What follows belongs to an exercise in optimizing a design on an open flow for small area, a short achievable clock period and few clock cycles; a production flow would make more cautious choices.
In this exercise RTL edits were held to simulation tests only and were not proved equivalent to the original.
Power and IR drop assume default switching activity.

$ cat config.mk
export PLATFORM = sky130hd
export DESIGN_NAME = raster_line_delta_rle_encoder
export DESIGN_NICKNAME = raster_line_delta_rle_encoder
export VERILOG_FILES = /design/flow/design.v
export SDC_FILE = /design/flow/constraint.sdc
export NUM_CORES = 4
export LEC_CHECK = 0
export CAP_MARGIN = 20
export CORE_MARGIN = 2
export CORE_UTILIZATION = 40
export SLEW_MARGIN = 20
$ cat constraint.sdc
create_clock -name core_clock -period 10.0 [get_ports {clk}]
set_input_delay 2.0000 -clock core_clock [delete_from_list [all_inputs] [get_ports {clk}]]
set_output_delay 2.0000 -clock core_clock [all_outputs]
set_load 0.01 [all_outputs]
$ cat design.v
package rlde_pkg;
    localparam logic [1:0] REQ_PUSH   = 2'd0;
    localparam logic [1:0] REQ_FINISH = 2'd1;
    localparam logic [1:0] REQ_PULL   = 2'd2;
    localparam logic [7:0] CODE_ZERO_RUN  = 8'h40;
    localparam logic [7:0] CODE_REPEAT    = 8'h80;
    localparam logic [7:0] CODE_LITERAL   = 8'hC0;
    localparam logic [7:0] CHAR_ZERO      = 8'h30;
    localparam logic [7:0] CHAR_SLASH     = 8'h2F;
    localparam logic [5:0] REPEAT_START   = 6'd63;
    localparam logic [5:0] REPEAT_RESEND  = 6'd62;
    localparam logic [10:0] ROW_PIXELS_RESET = 11'd1056;
    typedef struct packed {
        logic [1:0] req_type;
        logic [7:0] pixel_byte;
    } req_item_t;
    typedef struct packed {
        logic       out_valid;
        logic [7:0] out_byte;
        logic       out_last;
        logic       push_refused;
        logic [8:0] pending_bytes;
    } rsp_item_t;
endpackage
module rlde_ram #(
    parameter int DEPTH  = 132,
    parameter int WIDTH  = 8,
    parameter int ADDR_W = 8
) (
    input  logic              clk,
    input  logic              we,
    input  logic [ADDR_W-1:0] waddr,
    input  logic [WIDTH-1:0]  wdata,
    input  logic              re,
    input  logic [ADDR_W-1:0] raddr,
    output logic [WIDTH-1:0]  rdata
);
    logic [WIDTH-1:0] mem [DEPTH];
    always_ff @(posedge clk)
    begin
        if (we)
        begin
            mem[waddr] <= wdata;
        end
        if (re)
        begin
            rdata <= mem[raddr];
        end
    end
endmodule
module raster_line_delta_rle_encoder #(
    parameter int MAX_ROW_BYTES = 132,
    parameter int MAX_RUN       = 64
) (
    input  logic                clk,
    input  logic                rst_n,
    input  logic                cfg_we,
    input  logic [10:0]         cfg_data,
    input  logic                req_valid,
    output logic                req_ready,
    input  logic [9:0]          req_item,
    output logic                rsp_valid,
    input  logic                rsp_ready,
    output logic [19:0]         rsp_item
);
    localparam int LA   = (MAX_ROW_BYTES > 1) ? $clog2(MAX_ROW_BYTES) : 1;
    localparam int NW   = $clog2(MAX_ROW_BYTES + 1);
    localparam int CAP  = 2 * MAX_ROW_BYTES + 2;
    localparam int CA   = $clog2(CAP);
    localparam int CW   = $clog2(CAP + 1);
    localparam int QW   = $clog2(CAP + 6 + 1);
    localparam int RW   = $clog2(MAX_RUN + 1);
    localparam int PXW  = 12;
    localparam logic [4:0] S_IDLE  = 5'd0;
    localparam logic [4:0] S_PULL  = 5'd1;
    localparam logic [4:0] S_LE_RD = 5'd2;
    localparam logic [4:0] S_LE_WR = 5'd3;
    localparam logic [4:0] S_DEC   = 5'd4;
    localparam logic [4:0] S_CP_RD = 5'd5;
    localparam logic [4:0] S_CP_WR = 5'd6;
    localparam logic [4:0] S_L0    = 5'd7;
    localparam logic [4:0] S_L1    = 5'd8;
    localparam logic [4:0] S_L2    = 5'd9;
    localparam logic [4:0] S_LEND  = 5'd10;
    localparam logic [4:0] S_LC_RD = 5'd11;
    localparam logic [4:0] S_LC_WR = 5'd12;
    localparam logic [4:0] S_ALIT  = 5'd13;
    localparam logic [4:0] S_R0    = 5'd14;
    localparam logic [4:0] S_R1    = 5'd15;
    localparam logic [4:0] S_R2    = 5'd16;
    localparam logic [4:0] S_REND  = 5'd17;
    localparam logic [4:0] S_REND2 = 5'd18;
    localparam logic [4:0] S_DONE  = 5'd19;
    function automatic logic [11:0] bcd_inc(input logic [11:0] v);
        logic [11:0] r;
        r = v;
        if (v[3:0] == 4'd9)
        begin
            r[3:0] = 4'd0;
            if (v[7:4] == 4'd9)
            begin
                r[7:4]  = 4'd0;
                r[11:8] = v[11:8] + 4'd1;
            end
            else
            begin
                r[7:4] = v[7:4] + 4'd1;
            end
        end
        else
        begin
            r[3:0] = v[3:0] + 4'd1;
        end
        bcd_inc = r;
    endfunction
    logic [4:0]    state_reg, state_next;
    logic [10:0]   row_px_reg;
    logic [NW-1:0] pos_reg, pos_next;
    logic [NW-1:0] n_reg, n_next;
    logic [NW-1:0] k_reg, k_next;
    logic [NW-1:0] bp_reg, bp_next;
    logic [RW-1:0] cnt_reg, cnt_next;
    logic [7:0]    last_reg, last_next;
    logic [7:0]    nxt_reg, nxt_next;
    logic          mism_reg, mism_next;
    logic [5:0]    lr_reg, lr_next;
    logic          first_reg, first_next;
    logic [CW-1:0] clen_reg, clen_next;
    logic [11:0]   bcd_reg, bcd_next;
    logic [QW-1:0] qlen_reg, qlen_next;
    logic [QW-1:0] emit_reg, emit_next;
    logic [7:0]    qrep_reg, qrep_next;
    logic          rsp_valid_reg;
    rlde_pkg::rsp_item_t rsp_item_reg;
    logic [MAX_ROW_BYTES-1:0] prev_vld_reg, prev_vld_next;
    logic [MAX_ROW_BYTES-1:0] sent_vld_reg, sent_vld_next;
    logic                     prev_vq_reg, sent_vq_reg;
    logic          line_re;
    logic [LA-1:0] line_raddr;
    logic          cur_we;
    logic [LA-1:0] cur_waddr;
    logic [7:0]    cur_wdata;
    logic          prev_we, sent_we;
    rlde_pkg::req_item_t req_item_s;
    logic [7:0]    cur_q, prev_q, sent_q, code_q;
    logic          code_re;
    logic [CA-1:0] code_raddr;
    logic          put_en;
    logic [7:0]    put_val;
    logic          rsp_set;
    rlde_pkg::rsp_item_t rsp_val;
    logic [1:0]    ndig;
    logic [QW-1:0] hdr;
    logic [QW-1:0] pend;
    assign req_ready = (state_reg == S_IDLE) && !rsp_valid_reg;
    assign rsp_valid = rsp_valid_reg;
    assign rsp_item  = rsp_item_reg;
    assign req_item_s = req_item;
    assign ndig = (bcd_reg[11:8] != 4'd0) ? 2'd3 : ((bcd_reg[7:4] != 4'd0) ? 2'd2 : 2'd1);
    assign hdr  = QW'(ndig) + QW'(2);
    assign pend = qlen_reg - emit_reg;
    rlde_ram #(.DEPTH(MAX_ROW_BYTES), .WIDTH(8), .ADDR_W(LA)) u_cur (
        .clk(clk), .we(cur_we), .waddr(cur_waddr), .wdata(cur_wdata),
        .re(line_re), .raddr(line_raddr), .rdata(cur_q)
    );
    rlde_ram #(.DEPTH(MAX_ROW_BYTES), .WIDTH(8), .ADDR_W(LA)) u_prev (
        .clk(clk), .we(prev_we), .waddr(pos_reg[LA-1:0]), .wdata(cur_q),
        .re(line_re), .raddr(line_raddr), .rdata(prev_q)
    );
    rlde_ram #(.DEPTH(MAX_ROW_BYTES), .WIDTH(8), .ADDR_W(LA)) u_sent (
        .clk(clk), .we(sent_we), .waddr(pos_reg[LA-1:0]), .wdata(cur_q),
        .re(line_re), .raddr(line_raddr), .rdata(sent_q)
    );
    rlde_ram #(.DEPTH(CAP), .WIDTH(8), .ADDR_W(CA)) u_code (
        .clk(clk), .we(put_en && (clen_reg < CW'(CAP))), .waddr(clen_reg[CA-1:0]),
        .wdata(put_val), .re(code_re), .raddr(code_raddr), .rdata(code_q)
    );
    always_comb
    begin
        logic [PXW-1:0] px;
        logic [NW-1:0]  n;
        logic [NW-1:0]  bpc;
        logic [2:0]     pad;
        logic [7:0]     diff;
        logic [NW-1:0]  pos1;
        logic           cnt_lt_lim;
        logic           adj;
        logic [RW-1:0]  ua;
        logic [NW-1:0]  pa;
        logic [5:0]     lr1;
        logic [QW-1:0]  idx;
        logic [QW-1:0]  emit1;
        logic [1:0]     dsel;
        logic [7:0]     ob;
        state_next    = state_reg;
        pos_next      = pos_reg;
        n_next        = n_reg;
        k_next        = k_reg;
        bp_next       = bp_reg;
        cnt_next      = cnt_reg;
        last_next     = last_reg;
        nxt_next      = nxt_reg;
        mism_next     = mism_reg;
        lr_next       = lr_reg;
        first_next    = first_reg;
        clen_next     = clen_reg;
        bcd_next      = bcd_reg;
        qlen_next     = qlen_reg;
        emit_next     = emit_reg;
        qrep_next     = qrep_reg;
        prev_vld_next = prev_vld_reg;
        sent_vld_next = sent_vld_reg;
        line_re       = 1'b0;
        line_raddr    = pos_reg[LA-1:0];
        cur_we        = 1'b0;
        cur_waddr     = pos_reg[LA-1:0];
        cur_wdata     = 8'd0;
        prev_we       = 1'b0;
        sent_we       = 1'b0;
        code_re       = 1'b0;
        code_raddr    = CA'(emit_reg - hdr);
        put_en        = 1'b0;
        put_val       = 8'd0;
        rsp_set       = 1'b0;
        rsp_val       = '0;
        px = {1'b0, row_px_reg};
        if (px == '0)
        begin
            px = PXW'(1);
        end
        if (px > PXW'(MAX_ROW_BYTES * 8))
        begin
            px = PXW'(MAX_ROW_BYTES * 8);
        end
        n   = NW'((px + PXW'(7)) >> 3);
        bpc = (bp_reg >= n) ? (n - NW'(1)) : bp_reg;
        pad = 3'(4'd8 - {1'b0, px[2:0]});
        diff       = (prev_vq_reg ? prev_q : 8'd0) ^ cur_q;
        pos1       = pos_reg + NW'(1);
        cnt_lt_lim = ({{NW{1'b0}}, cnt_reg} < {{RW{1'b0}}, n_reg})
                     && (cnt_reg < RW'(MAX_RUN));
        adj        = (cnt_reg != RW'(MAX_RUN)) && (pos_reg != n_reg);
        ua         = adj ? (cnt_reg - RW'(1)) : cnt_reg;
        pa         = adj ? (pos_reg - NW'(1)) : pos_reg;
        lr1        = lr_reg + 6'd1;
        idx        = emit_reg - QW'(1);
        emit1      = emit_reg + QW'(1);
        dsel       = 2'(QW'(ndig) - QW'(1) - idx);
        ob         = 8'd0;
        unique case (state_reg)
            S_IDLE:
            begin
                if (req_valid && req_ready)
                begin
                    rsp_set               = 1'b1;
                    rsp_val.pending_bytes = 9'(pend);
                    case (req_item_s.req_type)
                        rlde_pkg::REQ_PUSH:
                        begin
                            if (pend != '0)
                            begin
                                rsp_val.push_refused = 1'b1;
                            end
                            else if (bpc + NW'(1) == n)
                            begin
                                rsp_set   = 1'b0;
                                cur_we    = 1'b1;
                                cur_waddr = bpc[LA-1:0];
                                cur_wdata = req_item_s.pixel_byte & 8'(8'hFF << pad);
                                bp_next   = '0;
                                qlen_next = '0;
                                emit_next = '0;
                                n_next    = n;
                                pos_next  = '0;
                                mism_next = 1'b0;
                                state_next = S_LE_RD;
                            end
                            else
                            begin
                                cur_we    = 1'b1;
                                cur_waddr = bpc[LA-1:0];
                                cur_wdata = req_item_s.pixel_byte;
                                bp_next   = bpc + NW'(1);
                            end
                        end
                        rlde_pkg::REQ_FINISH:
                        begin
                            if (pend != '0)
                            begin
                                rsp_val.push_refused = 1'b1;
                            end
                            else
                            begin
                                qlen_next     = QW'(1);
                                emit_next     = '0;
                                qrep_next     = {2'b00, lr_reg};
                                lr_next       = rlde_pkg::REPEAT_START;
                                first_next    = 1'b1;
                                bp_next       = '0;
                                clen_next     = '0;
                                bcd_next      = 12'h001;
                                prev_vld_next = '0;
                                sent_vld_next = '0;
                                rsp_val.pending_bytes = 9'd1;
                            end
                        end
                        rlde_pkg::REQ_PULL:
                        begin
                            if (pend != '0)
                            begin
                                rsp_set    = 1'b0;
                                code_re    = 1'b1;
                                state_next = S_PULL;
                            end
                        end
                        default:
                        begin
                        end
                    endcase
                end
            end
            S_PULL:
            begin
                if (emit_reg == '0)
                begin
                    ob = qrep_reg;
                end
                else if (idx < QW'(ndig))
                begin
                    case (dsel)
                        2'd0:    ob = rlde_pkg::CHAR_ZERO | {4'd0, bcd_reg[3:0]};
                        2'd1:    ob = rlde_pkg::CHAR_ZERO | {4'd0, bcd_reg[7:4]};
                        default: ob = rlde_pkg::CHAR_ZERO | {4'd0, bcd_reg[11:8]};
                    endcase
                end
                else if (idx == QW'(ndig))
                begin
                    ob = rlde_pkg::CHAR_SLASH;
                end
                else
                begin
                    ob = code_q;
                end
                rsp_set          = 1'b1;
                rsp_val.out_valid = 1'b1;
                rsp_val.out_byte = ob;
                if (emit1 >= qlen_reg)
                begin
                    rsp_val.out_last      = 1'b1;
                    qlen_next             = '0;
                    emit_next             = '0;
                    rsp_val.pending_bytes = 9'd0;
                end
                else
                begin
                    emit_next             = emit1;
                    rsp_val.pending_bytes = 9'(qlen_reg - emit1);
                end
                state_next = S_IDLE;
            end
            S_LE_RD:
            begin
                line_re    = 1'b1;
                state_next = S_LE_WR;
            end
            S_LE_WR:
            begin
                if (diff != (sent_vq_reg ? sent_q : 8'd0))
                begin
                    mism_next = 1'b1;
                end
                prev_we   = 1'b1;
                prev_vld_next[pos_reg[LA-1:0]] = 1'b1;
                cur_we    = 1'b1;
                cur_wdata = diff;
                pos_next  = pos1;
                state_next = (pos1 == n_reg) ? S_DEC : S_LE_RD;
            end
            S_DEC:
            begin
                if (first_reg || mism_reg)
                begin
                    qrep_next  = {2'b00, lr_reg};
                    pos_next   = '0;
                    state_next = S_CP_RD;
                end
                else
                begin
                    rsp_set = 1'b1;
                    if (lr1 == rlde_pkg::REPEAT_RESEND)
                    begin
                        qrep_next = {2'b00, lr1};
                        qlen_next = hdr + QW'(clen_reg);
                        lr_next   = '0;
                        rsp_val.pending_bytes = 9'(hdr + QW'(clen_reg));
                    end
                    else
                    begin
                        lr_next = lr1;
                    end
                    state_next = S_IDLE;
                end
            end
            S_CP_RD:
            begin
                line_re    = 1'b1;
                state_next = S_CP_WR;
            end
            S_CP_WR:
            begin
                sent_we  = 1'b1;
                sent_vld_next[pos_reg[LA-1:0]] = 1'b1;
                if (pos1 == n_reg)
                begin
                    pos_next   = '0;
                    clen_next  = '0;
                    bcd_next   = 12'h001;
                    state_next = S_L0;
                end
                else
                begin
                    pos_next   = pos1;
                    state_next = S_CP_RD;
                end
            end
            S_L0:
            begin
                line_re    = 1'b1;
                cnt_next   = '0;
                state_next = S_L1;
            end
            S_L1:
            begin
                last_next = cur_q;
                pos_next  = pos1;
                cnt_next  = cnt_reg + RW'(1);
                if (pos1 < n_reg)
                begin
                    line_re    = 1'b1;
                    line_raddr = pos1[LA-1:0];
                    state_next = S_L2;
                end
                else
                begin
                    state_next = S_LEND;
                end
            end
            S_L2:
            begin
                if ((last_reg != cur_q) && cnt_lt_lim)
                begin
                    last_next = cur_q;
                    pos_next  = pos1;
                    cnt_next  = cnt_reg + RW'(1);
                    if (pos1 < n_reg)
                    begin
                        line_re    = 1'b1;
                        line_raddr = pos1[LA-1:0];
                    end
                    else
                    begin
                        state_next = S_LEND;
                    end
                end
                else
                begin
                    state_next = S_LEND;
                end
            end
            S_LEND:
            begin
                pos_next = pa;
                cnt_next = ua;
                if (ua != '0)
                begin
                    put_en     = 1'b1;
                    put_val    = rlde_pkg::CODE_LITERAL | 8'(ua - RW'(1));
                    k_next     = pa - NW'(ua);
                    state_next = S_LC_RD;
                end
                else
                begin
                    state_next = S_ALIT;
                end
            end
            S_LC_RD:
            begin
                line_re    = 1'b1;
                line_raddr = k_reg[LA-1:0];
                state_next = S_LC_WR;
            end
            S_LC_WR:
            begin
                put_en  = 1'b1;
                put_val = cur_q;
                k_next  = k_reg + NW'(1);
                state_next = (k_reg + NW'(1) == pos_reg) ? S_ALIT : S_LC_RD;
            end
            S_ALIT:
            begin
                state_next = (pos_reg >= n_reg) ? S_DONE : S_R0;
            end
            S_R0:
            begin
                line_re    = 1'b1;
                cnt_next   = '0;
                state_next = S_R1;
            end
            S_R1:
            begin
                last_next = cur_q;
                pos_next  = pos1;
                cnt_next  = cnt_reg + RW'(1);
                if (pos1 < n_reg)
                begin
                    line_re    = 1'b1;
                    line_raddr = pos1[LA-1:0];
                    state_next = S_R2;
                end
                else
                begin
                    state_next = S_REND;
                end
            end
            S_R2:
            begin
                nxt_next = cur_q;
                if ((last_reg == cur_q) && cnt_lt_lim)
                begin
                    pos_next = pos1;
                    cnt_next = cnt_reg + RW'(1);
                    if (pos1 < n_reg)
                    begin
                        line_re    = 1'b1;
                        line_raddr = pos1[LA-1:0];
                    end
                    else
                    begin
                        state_next = S_REND;
                    end
                end
                else
                begin
                    state_next = S_REND;
                end
            end
            S_REND:
            begin
                if (cnt_reg > RW'(1))
                begin
                    put_en     = 1'b1;
                    state_next = S_REND2;
                    if (last_reg == 8'd0)
                    begin
                        if (({1'b0, pos_reg} + (NW + 1)'(1)) >= {1'b0, n_reg})
                        begin
                            put_val  = rlde_pkg::CODE_ZERO_RUN | 8'(cnt_reg - RW'(2));
                            nxt_next = 8'd0;
                        end
                        else
                        begin
                            put_val  = rlde_pkg::CODE_ZERO_RUN | 8'(cnt_reg - RW'(1));
                            pos_next = pos1;
                        end
                    end
                    else
                    begin
                        put_val  = rlde_pkg::CODE_REPEAT | 8'(cnt_reg - RW'(1));
                        nxt_next = last_reg;
                    end
                end
                else
                begin
                    pos_next   = pos_reg - NW'(1);
                    state_next = S_L0;
                end
            end
            S_REND2:
            begin
                put_en     = 1'b1;
                put_val    = nxt_reg;
                state_next = (pos_reg >= n_reg) ? S_DONE : S_L0;
            end
            S_DONE:
            begin
                qlen_next  = hdr + QW'(clen_reg);
                lr_next    = '0;
                first_next = 1'b0;
                rsp_set    = 1'b1;
                rsp_val.pending_bytes = 9'(hdr + QW'(clen_reg));
                state_next = S_IDLE;
            end
            default:
            begin
                state_next = S_IDLE;
            end
        endcase
        if (put_en && (clen_reg < CW'(CAP)))
        begin
            clen_next = clen_reg + CW'(1);
            bcd_next  = bcd_inc(bcd_reg);
        end
    end
    always_ff @(posedge clk or negedge rst_n)
    begin
        if (!rst_n)
        begin
            state_reg     <= S_IDLE;
            row_px_reg    <= rlde_pkg::ROW_PIXELS_RESET;
            bp_reg        <= '0;
            lr_reg        <= rlde_pkg::REPEAT_START;
            first_reg     <= 1'b1;
            clen_reg      <= '0;
            bcd_reg       <= 12'h001;
            qlen_reg      <= '0;
            emit_reg      <= '0;
            prev_vld_reg  <= '0;
            sent_vld_reg  <= '0;
            rsp_valid_reg <= 1'b0;
        end
        else
        begin
            state_reg    <= state_next;
            if (cfg_we)
            begin
                row_px_reg <= cfg_data;
            end
            bp_reg       <= bp_next;
            lr_reg       <= lr_next;
            first_reg    <= first_next;
            clen_reg     <= clen_next;
            bcd_reg      <= bcd_next;
            qlen_reg     <= qlen_next;
            emit_reg     <= emit_next;
            prev_vld_reg <= prev_vld_next;
            sent_vld_reg <= sent_vld_next;
            if (rsp_set)
            begin
                rsp_valid_reg <= 1'b1;
            end
            else if (rsp_ready)
            begin
                rsp_valid_reg <= 1'b0;
            end
        end
    end
    always_ff @(posedge clk)
    begin
        pos_reg  <= pos_next;
        n_reg    <= n_next;
        k_reg    <= k_next;
        cnt_reg  <= cnt_next;
        last_reg <= last_next;
        nxt_reg  <= nxt_next;
        mism_reg <= mism_next;
        qrep_reg <= qrep_next;
        if (line_re)
        begin
            prev_vq_reg <= prev_vld_reg[line_raddr];
            sent_vq_reg <= sent_vld_reg[line_raddr];
        end
        if (rsp_set)
        begin
            rsp_item_reg <= rsp_val;
        end
    end
endmodule
$ cat run.sh
#!/bin/bash
# synth_recipe.tcl (not shown) runs the flow's synth.tcl, then flattens the netlist and writes it again
# the make line also repeats each setting of config.mk as NAME=value (left out here)
make -C /OpenROAD-flow-scripts/flow DESIGN_CONFIG=/design/flow/config.mk WORK_HOME=/design/flow/orfs CLKGATE_MAP_FILE= SYNTH_SCRIPT=/design/flow/synth_recipe.tcl finish
==> results.json <==
{
  "outcome": "no timing/DRC/antenna violations",
  "reg2reg_slack_ps": 1660,
  "ys.flop_type": "edfxtp_1",
  "yosysSeqAreaShare_pct": 73.4,
  "synth.avg_cell_area_um2": 15.1,
  "grt_overflow": 0,
  "clock-sinks": 5739,
  "powerDensity_mw_per_mm2": 181,
  "final.setup.worst_slack_ps": 1660,
  "maxSlewHeadroom_pct": 20.4,
  "p_clk_share_pct": 44.7,
  "worstPathRequired_ps": 10670,
  "power.share.switching_pct": 20.1,
  "max_cap_viol_count": 0,
  "post-route-period-util_pct": 83.4,
  "async_reset_ff_share_pct": 5.84,
  "ys_types": 97,
  "antenna_found_initial": 23,
  "cts_resized": 0,
  "yosysWarningCount": 3,
  "cp-start-kind": "register",
  "gp_congestion": 0.879,
  "final_common_cell": "edfxtp_1",
  "first_iter_violations": 16366,
  "clk_pin_slew_ps": 60,
  "clockBufferDepth": 4,
  "hold_depth": 2,
  "syn_nets": 15563,
  "min_from": "prev_vld_reg[19]",
  "place_ws_ps": 1730,
  "hold_buffers": 0,
  "crit_path_end_kind": "register",
  "power_leakage_nw": 81.4,
  "syn_to_final_growth_pct": 12.2,
  "grt_pass1_vias": 131075,
  "fmax_mhz": 120,
  "drt_first_pass_iters": 6,
  "drc": 0,
  "ys_ff_latch": 5739,
  "peakVddDrop_v": 0.000181,
  "start_util_pct": 40.1,
  "antenna_left": 0,
  "synth_edf_count": 5404,
  "cts_root_buf": "clkbuf_16",
  "die-area_mm2": 0.587,
  "crit_arrival_ps": 9010,
  "vias_per_cell": 5.77,
  "clock_latency_ps": 1080,
  "numCtsBuffers": 586,
  "placementRows": 280,
  "wl_per_cell_um": 27.7,
  "die_h_um": 766,
  "setup_viol_count_final": 0,
  "final_nets": 15508,
  "wirelength_um": 654000,
  "ios": 48,
  "cts_tree": "done",
  "p_sw_mw": 9.45,
  "drive_gt1_share_pct": 12.5,
  "hp-class": "reg -> reg",
  "final_cell_mix": "edfxtp_1 (5404), nand2_1 (2763), nor2_1 (1128)",
  "grt_max_degree": 217,
  "timing.rr.start": "row_px_reg[7]",
  "final-max-slew-violation-count": 0,
  "core_area_mm2": 0.580,
  "syn_area_mm2": 0.232,
  "combPwrFrac_pct": 0.3,
  "rr_worst_depth": 25,
  "fin_skew_ps": 80.9,
  "largest_reg_flops": 2128,
  "post-cts-setup-buffers": 0,
  "port_buffers": 47,
  "power_mw": 47.1,
  "syn_inst": 15433,
  "final_util_pct": 44.9,
  "grt_pass1_wl_um": 941000,
  "worstPathMaxFanout": 97,
  "tightest_slew_ps": 1180,
  "top_register": "u_code.mem",
  "vias": 136259,
  "dp_hpwl_um": 391000,
  "rr_endpoint": "u_cur.mem[37][5]",
  "hold_end": "prev_vld_reg[19]",
  "internal-power_mw": 37.6,
  "grtUsageTotal_pct": 21.5,
  "rsz0062_at_grt": "false",
  "min_period_ps": 8340,
  "crit_type": "reg -> reg",
  "hold_slack_ps": 492,
  "seqPwrFrac_pct": 55.0,
  "die_x_um": 766,
  "hold_viol": 0,
  "cts_max_level": 6
}
logic make-up after synthesis:
logic type	count (synthesis)	synth area share, %
multiplexers	1218	9.01
AND/OR/NAND/NOR	5586	10.2
XOR/XNOR	140	0.527
adder cells (fa/ha/maj)	104	0.576
buffers and inverters	1080	1.88
flip-flops	5739	73.4
AO/OA/AOI/OAI	1566	4.36
layer usage:
metal / track usage, % / vias to the layer above / wire [um]
met3: 3.44 / 1137 / 52900
met4: 8.15 / 4 / 27500
met1: 30.0 / 70208 / 267000
met5: 0 / - / 27
li1: - / 58804 / -
met2: 34.2 / 6106 / 307000
through the flow:
| stage | instance area, um^2 | instances | setup TNS (ps) |
|---|---|---|---|
| after CTS | 260000 | 23593 | 0 |
| after floorplan | 232000 | 15433 | -801950 |
| final | 261000 | 23610 | 0 |
| after global placement | 242000 | 22535 | 0 |
| after global routing | 261000 | 23605 | 0 |
| after detailed placement | 242000 | 22536 | 0 |
Yosys cell counts (114+ instances only):
library cell / instances / area share, %
nand2_1: 2791 / 4.5
mux4_2: 696 / 6.7
a21oi_1: 367 / 0.79
buf_2: 229 / 0.49
nand3_1: 1112 / 2.4
o21ai_0: 152 / 0.33
edfxtp_1: 5404 / 70
nor2_1: 1142 / 1.8
buf_1: 203 / 0.33
a32oi_1: 114 / 0.43
clkbuf_1: 561 / 0.91
o22ai_1: 158 / 0.43
mux2i_1: 490 / 2.1
dfrtp_1: 325 / 3.5
a31oi_1: 452 / 1.2
nand4_1: 217 / 0.58
how the worst max path moves through the flow:
| stage | slack [ps] | endpoint | start |
|---|---|---|---|
| floorplan | -780 | u_code.mem[0][2] | pos_reg[0] |
| global placement | 1550 | pos_reg[3] | row_px_reg[7] |
| detailed placement | 1730 | pos_reg[3] | row_px_reg[7] |
| CTS | 1730 | pos_reg[2] | row_px_reg[7] |
| global route | 1190 | u_cur.mem[29][5] | row_px_reg[6] |
| finish | 1660 | u_cur.mem[37][5] | row_px_reg[7] |
layout make-up:
cell class / count / area, um^2
fillers: 50540 / 319000
repair buffers: 356 / 3730
diodes: 8 / 20.0
clock inverters: 316 / 2640
clock buffers: 741 / 15500
multi-input cells: 8614 / 58100
well taps: 7755 / 9700
flip-flops and latches: 5739 / 171000
inverters: 81 / 304
power by group through the flow:
| stage | combinational [mW] | clock, mW | sequential, mW |
|---|---|---|---|
| 3_5_place_dp | 0.148 | 0 | 26.4 |
| 6_report | 0.150 | 21.0 | 25.9 |
| 4_1_cts | 0.150 | 21.3 | 25.9 |
| 2_1_floorplan | 0.0780 | 0 | 26.4 |
| 5_1_grt | 0.163 | 22.2 | 25.9 |
| 3_3_place_gp | 0.154 | 0 | 26.4 |
worst max-delay path: stages (launching register included):
cell	delay, ps
dfrtp_1	480
or4_4	620
nor3_1	270
or2_2	210
nand2_1	110
ha_1	240
nand2b_1	150
nand4_1	120
xor2_1	190
or2_2	340
ha_1	300
and4_1	270
o2111ai_1	150
o211ai_2	560
nor2_1	80
a21oi_1	290
ha_1	370
xor2_1	200
xnor2_1	140
a21oi_1	90
a2111oi_0	570
nand3_1	220
or2_1	390
o311ai_0	630
o21ai_4	440
buf_12	350
Testbench counts, summed over its fixed seeds: cycles 183,840.

## port drivers added, routing unchanged
In the flow no input, the clock included, has a driving cell. The finished layout below was timed again as built, in two steps. Step 1 (the two cells are an assumption about what drives the block):
set clk [get_ports {clk}]
set_driving_cell -lib_cell sky130_fd_sc_hd__clkbuf_16 $clk
set_driving_cell -lib_cell sky130_fd_sc_hd__buf_2 [delete_from_list [all_inputs] $clk]
Step 2 also shifts input and output timing later by t, the mid clock arrival at the registers, as if the neighbouring blocks saw the same clock. Slacks: ideal / step 1 / step 2; pairs: ideal / step 1.
t, ns: 1.167
setup slack, ns: 1.662 / 1.662 / 1.662
worst setup path after step 2: register to register
worst slew at a driven data input, ns: 0.06
After both steps setup and hold are still met in this run. For this run, drivers alone change the setup slack by 0.000 ns; drivers and shift together by 0.000 ns.
